Context: an optimization exercise on an open-source flow, tuned for small area. The choices shown serve that exercise and are no tape-out recipe. In this exercise RTL edits were held to simulation tests only and were not proved equivalent to the original. Power figures rest on the tool's default switching activity, not on a simulated workload.

--- flow/config.mk ---
export PLATFORM = sky130hd
export DESIGN_NAME = reg_file
export DESIGN_NICKNAME = reg_file
export VERILOG_FILES = /design/flow/design.v
export SDC_FILE = /design/flow/constraint.sdc
export NUM_CORES = 4
export LEC_CHECK = 0
export CAP_MARGIN = 20
export CORE_MARGIN = 2
export CORE_UTILIZATION = 60
export CTS_CLUSTER_DIAMETER = 100
export CTS_CLUSTER_SIZE = 20
export PLACE_DENSITY = 0.72
export SLEW_MARGIN = 20
export SYNTH_HIERARCHICAL = 1
export SYNTH_MINIMUM_KEEP_SIZE = 0
--- flow/constraint.sdc ---
create_clock -name core_clock -period 7.5 [get_ports {clk}]
set_input_delay 1.5000 -clock core_clock [delete_from_list [all_inputs] [get_ports {clk}]]
set_output_delay 1.5000 -clock core_clock [all_outputs]
set_load 0.01 [all_outputs]
--- flow/design.v ---
package regfile_pkg;
  localparam int DATA_W   = 32;
  localparam int ADDR_W   = 5;
  localparam int NUM_REGS = 32;
  localparam logic [4:0] ZERO_REG = 5'd31;
  typedef logic [ADDR_W-1:0] reg_addr_t;
  typedef logic [DATA_W-1:0] word_t;
endpackage
module reg_row
#(
  parameter int W = regfile_pkg::DATA_W
) (
  input  logic         clk,
  input  logic         en,
  input  logic [W-1:0] d,
  output logic [W-1:0] q
);
  logic         en_n;
  logic [W-1:0] nxt;
  assign en_n = ~en;
  for (genvar b = 0; b < W; b++) begin : g_bit
    rf_ao22 u_ld (
      .a1 (en),
      .a2 (d[b]),
      .b1 (en_n),
      .b2 (q[b]),
      .y  (nxt[b])
    );
  end
  always_ff @(posedge clk) begin
    q <= nxt;
  end
endmodule
module rf_ao22 (
  input  logic a1,
  input  logic a2,
  input  logic b1,
  input  logic b2,
  output logic y
);
  assign y = (a1 & a2) | (b1 & b2);
endmodule
module rf_aoi222 (
  input  logic a1,
  input  logic a2,
  input  logic b1,
  input  logic b2,
  input  logic c1,
  input  logic c2,
  output logic y
);
  assign y = ~((a1 & a2) | (b1 & b2) | (c1 & c2));
endmodule
module rf_and2 (
  input  logic a,
  input  logic b,
  output logic y
);
  assign y = a & b;
endmodule
module rf_and3 (
  input  logic a,
  input  logic b,
  input  logic c,
  output logic y
);
  assign y = a & b & c;
endmodule
module rf_nand2 (
  input  logic a,
  input  logic b,
  output logic y
);
  assign y = ~(a & b);
endmodule
module rf_nand3 (
  input  logic a,
  input  logic b,
  input  logic c,
  output logic y
);
  assign y = ~(a & b & c);
endmodule
module rf_nand4 (
  input  logic a,
  input  logic b,
  input  logic c,
  input  logic d,
  output logic y
);
  assign y = ~(a & b & c & d);
endmodule
module rf_or3 (
  input  logic a,
  input  logic b,
  input  logic c,
  output logic y
);
  assign y = a | b | c;
endmodule
module rd_bit (
  input  logic [30:0] sel,
  input  logic [30:0] d,
  output logic        y
);
  logic [10:0] t_n;
  logic [2:0]  g;
  for (genvar k = 0; k < 10; k++) begin : g_aoi
    rf_aoi222 u_aoi (
      .a1 (sel[3*k]),   .a2 (d[3*k]),
      .b1 (sel[3*k+1]), .b2 (d[3*k+1]),
      .c1 (sel[3*k+2]), .c2 (d[3*k+2]),
      .y  (t_n[k])
    );
  end
  rf_nand2 u_last (.a (sel[30]), .b (d[30]), .y (t_n[10]));
  rf_nand4 u_g0 (.a (t_n[0]), .b (t_n[1]), .c (t_n[2]),  .d (t_n[3]), .y (g[0]));
  rf_nand4 u_g1 (.a (t_n[4]), .b (t_n[5]), .c (t_n[6]),  .d (t_n[7]), .y (g[1]));
  rf_nand3 u_g2 (.a (t_n[8]), .b (t_n[9]), .c (t_n[10]),              .y (g[2]));
  rf_or3 u_or (.a (g[0]), .b (g[1]), .c (g[2]), .y (y));
endmodule
module reg_file
#(
  parameter int DATA_W   = regfile_pkg::DATA_W,
  parameter int ADDR_W   = regfile_pkg::ADDR_W,
  parameter int NUM_REGS = regfile_pkg::NUM_REGS
) (
  input  logic              clk,
  input  logic              rst,
  input  logic [ADDR_W-1:0] rd_addr1,
  input  logic [ADDR_W-1:0] rd_addr2,
  output logic [DATA_W-1:0] rd_data1,
  output logic [DATA_W-1:0] rd_data2,
  input  logic              wr_en,
  input  logic [ADDR_W-1:0] wr_addr,
  input  logic [DATA_W-1:0] wr_data
);
  localparam int NR = NUM_REGS - 1;   
  logic [DATA_W-1:0] rows [NR];
  logic [NR-1:0]     vld;
  logic [NR-1:0]     sel1;
  logic [NR-1:0]     sel2;
  logic [7:0] wa_hi;
  logic [3:0] wa_lo;
  for (genvar j = 0; j < 8; j++) begin : g_wa_hi
    assign wa_hi[j] = wr_en && (wr_addr[4:2] == 3'(j));
  end
  for (genvar k = 0; k < 4; k++) begin : g_wa_lo
    assign wa_lo[k] = (wr_addr[1:0] == 2'(k));
  end
  logic [7:0] ra1_hi;
  logic [3:0] ra1_lo;
  logic [7:0] ra2_hi;
  logic [3:0] ra2_lo;
  for (genvar j = 0; j < 8; j++) begin : g_ra_hi
    assign ra1_hi[j] = (rd_addr1[4:2] == 3'(j));
    assign ra2_hi[j] = (rd_addr2[4:2] == 3'(j));
  end
  for (genvar k = 0; k < 4; k++) begin : g_ra_lo
    assign ra1_lo[k] = (rd_addr1[1:0] == 2'(k));
    assign ra2_lo[k] = (rd_addr2[1:0] == 2'(k));
  end
  for (genvar i = 0; i < NR; i++) begin : g_row
    logic ld;
    rf_and2 u_ld (.a (wa_hi[i/4]), .b (wa_lo[i%4]), .y (ld));
    reg_row #(
      .W (DATA_W)
    ) u_row (
      .clk (clk),
      .en  (ld),
      .d   (wr_data),
      .q   (rows[i])
    );
    always_ff @(posedge clk or posedge rst) begin
      if (rst) begin
        vld[i] <= 1'b0;
      end else if (ld) begin
        vld[i] <= 1'b1;
      end
    end
    rf_and3 u_sel1 (.a (vld[i]), .b (ra1_hi[i/4]), .c (ra1_lo[i%4]), .y (sel1[i]));
    rf_and3 u_sel2 (.a (vld[i]), .b (ra2_hi[i/4]), .c (ra2_lo[i%4]), .y (sel2[i]));
  end
  for (genvar b = 0; b < DATA_W; b++) begin : g_col
    logic [NR-1:0] col;
    for (genvar i = 0; i < NR; i++) begin : g_c
      assign col[i] = rows[i][b];
    end
    rd_bit u_rd1 (.sel (sel1), .d (col), .y (rd_data1[b]));
    rd_bit u_rd2 (.sel (sel2), .d (col), .y (rd_data2[b]));
  end
endmodule
--- flow/flow/run.sh ---
#!/bin/bash
# The standard layout, with three changes:
# - the port buffers are made from the smallest buffer (sky130_fd_sc_hd__buf_1)
#   instead of the flow's default pick;
# - before the resize step, flow/pre_resize.tcl replaces the buffers that
#   timing-driven global placement put on large-fanout nets by upsized
#   drivers (see that file);
# - clock tree synthesis clusters up to 25 flops per leaf buffer and inserts
#   no dummy loads.
set -euo pipefail
export BUFFER_PORTS_ARGS="-buffer_cell sky130_fd_sc_hd__buf_1"
export PRE_RESIZE_TCL="$PWD/flow/pre_resize.tcl"
export UPSIZE_KEEP="*nor2*"
export UPSIZE_TO=2
export UPSIZE_MIN_LOADS=12
export CTS_ARGS="-sink_clustering_enable -repair_clock_nets -sink_clustering_size 25 -sink_clustering_max_diameter 100 -dont_use_dummy_load"
bash standard.sh > flow_standard.log 2>&1
--- flow/flow/pre_resize.tcl ---
# Hook run before the resize step (repair_design), after timing-driven global
# placement. Global placement buffers the large-fanout nets (read selects,
# write data, row enables) with buf_4 cells. Here those buffers are taken out
# again, except where the driver is a NOR gate (the row write enables, whose
# NOR drivers stay buffered), and every driver of a net with
# UPSIZE_MIN_LOADS or more loads is given its _UPSIZE_TO size instead.
# repair_design then runs as usual, with the flow's slew and cap margins, and
# fixes whatever is still short. Port buffers (input*/output*) are untouched
# here apart from being resized like any other driver.
set block [ord::get_db_block]
set n_rm 0
foreach inst [$block getInsts] {
  set m [[$inst getMaster] getName]
  if {![string match sky130_fd_sc_hd__buf_* $m] || ![string match place* [$inst getName]]} continue
  set in_net [[$inst findITerm A] getNet]
  set out_net [[$inst findITerm X] getNet]
  if {[llength [$out_net getBTerms]] > 0} continue
  set keep 0
  foreach t [$in_net getITerms] {
    if {[$t isOutputSignal] && [string match $::env(UPSIZE_KEEP) [[[$t getInst] getMaster] getName]]} { set keep 1 }
  }
  if {$keep} continue
  foreach it [$out_net getITerms] {
    if {[$it getInst] eq $inst} continue
    $it disconnect
    $it connect $in_net
  }
  odb::dbInst_destroy $inst
  odb::dbNet_destroy $out_net
  incr n_rm
}
puts "hook: removed $n_rm placement buffers"
set n_up 0
foreach net [$block getNets] {
  if {[$net getSigType] ne "SIGNAL"} continue
  set drv ""; set nload 0
  foreach it [$net getITerms] {
    if {[$it isOutputSignal]} { set drv [$it getInst] } elseif {[$it isInputSignal]} { incr nload }
  }
  if {$drv eq "" || $nload < $::env(UPSIZE_MIN_LOADS)} continue
  set m [[$drv getMaster] getName]
  if {![regexp {^(.*)_([0-9]+)$} $m -> base sz]} continue
  if {$sz >= $::env(UPSIZE_TO)} continue
  set cand [get_lib_cells -quiet sky130_fd_sc_hd__tt_025C_1v80/${base}_$::env(UPSIZE_TO)]
  if {$cand eq ""} continue
  replace_cell [get_cells [$drv getName]] $cand
  incr n_up
}
puts "hook: upsized $n_up drivers"
--- flow/standard.sh ---
#!/bin/bash
# synth_recipe.tcl (not shown) runs the flow's synth.tcl, then flattens the netlist and writes it again
# the make line also repeats each setting of config.mk as NAME=value (left out here)
make -C /OpenROAD-flow-scripts/flow DESIGN_CONFIG=/design/flow/config.mk WORK_HOME=/design/flow/orfs CLKGATE_MAP_FILE= SYNTH_SCRIPT=/design/flow/synth_recipe.tcl "${@:-finish}"
==> impl_table.tex <==
\begin{tabular}{lr}
\hline
Metric & Value \\
\hline
\multicolumn{2}{l}{\textbf{Critical path}} \\
\quad Slowest library cell on the worst path & and3\_2 \\
\quad Worst setup slack for register-to-register paths & 6.65 ns \\
\quad Worst reg2reg path startpoint & vld[3] \\
\quad Worst path bufs/invs & 2 \\
\quad CP Launch Point & rd\_addr1[0] \\
\quad Maximum fanout count along the critical path & 32 \\
\quad Worst-case reg-to-reg path depth & 1 \\
\quad Startpoint type of the worst setup path & primary input \\
\quad CP arrival & 4.75 ns \\
\quad Reg-to-Reg End & vld[3] \\
\quad Type of the worst setup path & in2out \\
\quad Kind of cell adding the most delay to the critical path & simple AND/OR/NAND/NOR gates \\
\quad Capture point of the critical path & rd\_data1[10] \\
\quad Critical path depth in cells & 7 \\
\quad Type of destination of the critical path & output pin \\
\quad Required arrival time at the worst endpoint & 6.00 ns \\
\quad Most repeated library cell on the critical path & buf\_1 \\
\quad Delay of the slowest cell on the worst path & 1.03 ns \\
\quad Cell-by-cell listing of the critical path & buf\_1 -> nor2b\_1 -> and3\_2 -> a222oi\_1 -> nand4\_1 -> or3\_1 -> buf\_1 \\
\multicolumn{2}{l}{\textbf{CTS}} \\
\quad Clock network latency to the later pin of the worst-skew pair & 0.64 ns \\
\quad Number of sinks handled by clock tree synthesis & 1,023 \\
\quad CTS-repair resized insts & 0 \\
\quad Maximum buffer depth of the clock tree & 3 \\
\quad \# H-tree levels & 2 \\
\quad Number of buffers created by CTS & 46 \\
\quad CTS tree & built \\
\quad CTS hold repair buffers & 0 \\
\quad Register clock-pin slew on the reported worst setup and hold paths & 0.09 ns \\
\quad Clk Tree Root Cell & clkbuf\_16 \\
\quad Number of setup buffers added after CTS & 0 \\
\multicolumn{2}{l}{\textbf{Die}} \\
\quad Floorplan row count & 93 \\
\quad Floorplan die area & 66,500 µm² \\
\quad Number of placed I/O pins & 114 \\
\quad Die width & 258 µm \\
\quad Starting density of the core & 60.3\% \\
\quad Area of the core & 64,100 µm² \\
\quad Height of the die & 258 µm \\
\multicolumn{2}{l}{\textbf{Place}} \\
\quad Post-DP HPWL & 96.3 mm \\
\quad Cell count after placement & 4,135 \\
\quad Setup Slack @ Placement & 1.78 ns \\
\quad Final weighted congestion in routability-driven placement & 1.03 \\
\quad Total of buffers placed on input and output ports & 113 \\
\multicolumn{2}{l}{\textbf{Final layout}} \\
\quad Area taken by flip-flops and latches & 20,600 µm² \\
\quad Filler Cell Count & 4,923 \\
\quad Synthesis-to-layout area growth & 7.42\% \\
\quad Share of final-layout standard cells stronger than drive strength 1 & 7.33\% \\
\quad Nets & 3,380 \\
\quad Area of the multi-input gates & 18,000 µm² \\
\quad Count of non-filler cells in the finished layout & 4,190 \\
\multicolumn{2}{l}{\textbf{Logic synthesis}} \\
\quad Number of unique standard cell types used by synthesis & 21 \\
\quad Mapped cell area & 38,700 µm² \\
\quad Top cells by area in the synthesized netlist & dfxtp\_1, a22o\_1, a222oi\_1 \\
\quad Average size of a mapped cell & 12.2 µm² \\
\quad Post-synth top flop & dfxtp\_1 \\
\quad EDFF count, synth & 0 \\
\quad Synth Register Bits & 1,023 \\
\quad Mapped Nets & 3,217 \\
\quad Post-synth ARST share & 3.03\% \\
\quad Sequential cell area fraction in the yosys report & 53.4\% \\
\quad Leading area contributor after synthesis & dfxtp\_1 \\
\quad Cell types with the highest counts after synthesis & a22o\_1, dfxtp\_1, a222oi\_1 \\
\quad Area share of the largest cell type after synthesis & 51.4\% \\
\quad Ys Warns & 9 \\
\quad Post-synthesis cell count & 3,167 \\
\multicolumn{2}{l}{\textbf{Global routing}} \\
\quad Maximum number of pins on one net before global-route repair & 35 \\
\quad Congestion Overflow GR & 0 \\
\quad GRT met3 Usage & 21.8\% \\
\quad Global-route met1 utilization & 62.5\% \\
\quad Vias in the first global route & 37,900 \\
\quad Total routing usage reported by global routing & 51.0\% \\
\quad Global-route wire length before repair & 254 mm \\
\quad Number of antenna violations at the first check in global routing & 15 \\
\quad Layer with the highest usage & met2 \\
\quad Met2 Resource Use GR & 70.0\% \\
\multicolumn{2}{l}{\textbf{STA}} \\
\quad Setup Skew & 0 ns \\
\quad Post-layout minimum cycle time & 6.25 ns \\
\quad Smallest setup slack after layout & 1.25 ns \\
\quad Total Negative Setup Slacks & 0 ns \\
\quad Max-slew violations & 0 \\
\quad Setup repair after global routing missed its margin & false \\
\quad Least-Margin Pin Slew & 1.33 ns \\
\quad Fin. Hold Viols & 0 \\
\quad Fraction of the cycle the final worst path needs & 83.3\% \\
\quad Final number of setup-violating endpoints & 0 \\
\quad Worst max-slew margin expressed relative to the limit & 11.5\% \\
\quad FMAX & 160 MHz \\
\multicolumn{2}{l}{\textbf{Route}} \\
\quad Number of optimization iterations in the first detailed-route pass & 15 \\
\quad Number of vias after detailed routing & 39,400 \\
\quad Number of design rule violations left after detail routing & 0 \\
\quad Total Wirelength & 179 mm \\
\quad Avg Vias per Cell & 9.41 \\
\quad Routed length per placed instance & 42.8 µm \\
\quad 1st-iter DRT viols & 11,100 \\
\quad Post-route antenna net violation count & 0 \\
\multicolumn{2}{l}{\textbf{Power and ir drop}} \\
\quad Sum of internal, switching and leakage power & 11.9 mW \\
\quad Maximum vdd ir drop & 0.000181 V \\
\quad Static leakage power & 16.7 nW \\
\quad Power density over cell area & 285 nW/µm² \\
\multicolumn{2}{l}{\textbf{Worst hold path}} \\
\quad Origin of the worst min-delay path & vld[10] \\
\quad Worst hold path type & reg2reg \\
\multicolumn{2}{l}{\textbf{Run status}} \\
\quad Result of the run & no timing/DRC/antenna violations \\
\multicolumn{2}{l}{\textbf{Flow run}} \\
\quad Number of maximum-capacitance constraint violations & 0 \\
\hline
\end{tabular}
report_power, final:
part           leakage [nW]  internal, mW  switching [mW]
clock network         0.567          1.10            1.73
logic                  7.48         0.834           0.759
registers              8.61          6.52           0.909
stage by stage:
stage          util, %  instance area, µm²  hold WS [ns]
2_1_floorplan        -               38700         0.447
3_3_place_gp      64.4               41300         0.460
3_5_place_dp      62.9               40300         0.464
4_1_cts           64.7               41500         0.489
5_1_grt           64.8               41500         0.505
6_report          64.8               41500         0.492
how the worst min path moves through the flow:
stage	slack, ns	end	cells past startpoint
final	0.49	vld[10]	1
after global placement	0.46	vld[26]	1
after global routing	0.51	vld[21]	1
after CTS	0.49	vld[10]	1
after floorplan	0.45	vld[0]	1
after detailed placement	0.46	vld[25]	1
final cells by class:
class	count	share of cell area, %
diodes	7	0.0422
clock buffers	46	2.77
inverters	32	0.295
multi-input cells	2112	43.4
flip-flops and latches	1023	49.7
well taps	855	2.58
repair buffers	115	1.21
layer usage:
metal | up-vias | wire length [µm]
li1 | 14900 | -
met1 | 18900 | 59400
met2 | 4338 | 70700
met3 | 1213 | 31700
met4 | 18 | 17300
met5 | - | 250
sequential cells by signal (all words and copies together) (netlist names):
name           cells
g_row.u_row.q    992
vld               31
cells by family after synthesis:
| family | Yosys count | share of synthesized area (%) |
|---|---|---|
| AND/OR/NAND/NOR | 480 | 7.30 |
| AO/OA/AOI/OAI | 1632 | 39.0 |
| buffers and inverters | 32 | 0.311 |
| flip-flops | 1023 | 53.4 |
cells in the final DEF, fill, tap and decap left out, drive strengths merged:
cell,synthesis,layout
a222oi,640,640
a22o,992,992
and2,34,34
and3,64,64
and3b,6,6
and4,1,1
and4b,3,3
and4bb,3,3
buf,0,115
clkbuf,0,46
clkinv,0,2
dfrtp,31,31
dfxtp,992,992
diode,0,7
inv,32,30
nand2,64,64
nand3,64,64
nand4,128,128
nor2,3,3
nor2b,6,6
nor3,2,2
nor3b,6,6
nor4b,1,1
or2,31,31
or3,64,64
per-module statistics from Yosys (local to each module, per instance), excerpt:
module	times used	cells inside
rf_nand3	64	1
rf_nand2	64	1
rf_and2	31	1
rf_aoi222	640	1
rf_nand4	128	1
rf_and3	62	1

-- re-timing with driven ports --
How much do the figures lean on ideal ports? The routed layout below was timed once more, with nothing changed but the port constraints.
Step 1 sets driving cells, clkbuf_16 on the clock port and buf_2 on the other inputs (assumed; they add their load-dependent delay and slew).
Step 2 times the ports against the registers' clock, not the clock port: input delays grow and output delays shrink by t, the midpoint of the rising clock arrivals with the driver on.
Three values: ideal, step 1, step 2; two values: the first two.
t, ns: 0.704
setup WS [ns]: 1.254 / 1.216 / 1.216
pins driven straight from the clock port: 1
After both steps setup and hold are still met in this run. The setup slack of this run moves by -0.038 ns with the drivers and by -0.038 ns with both steps.
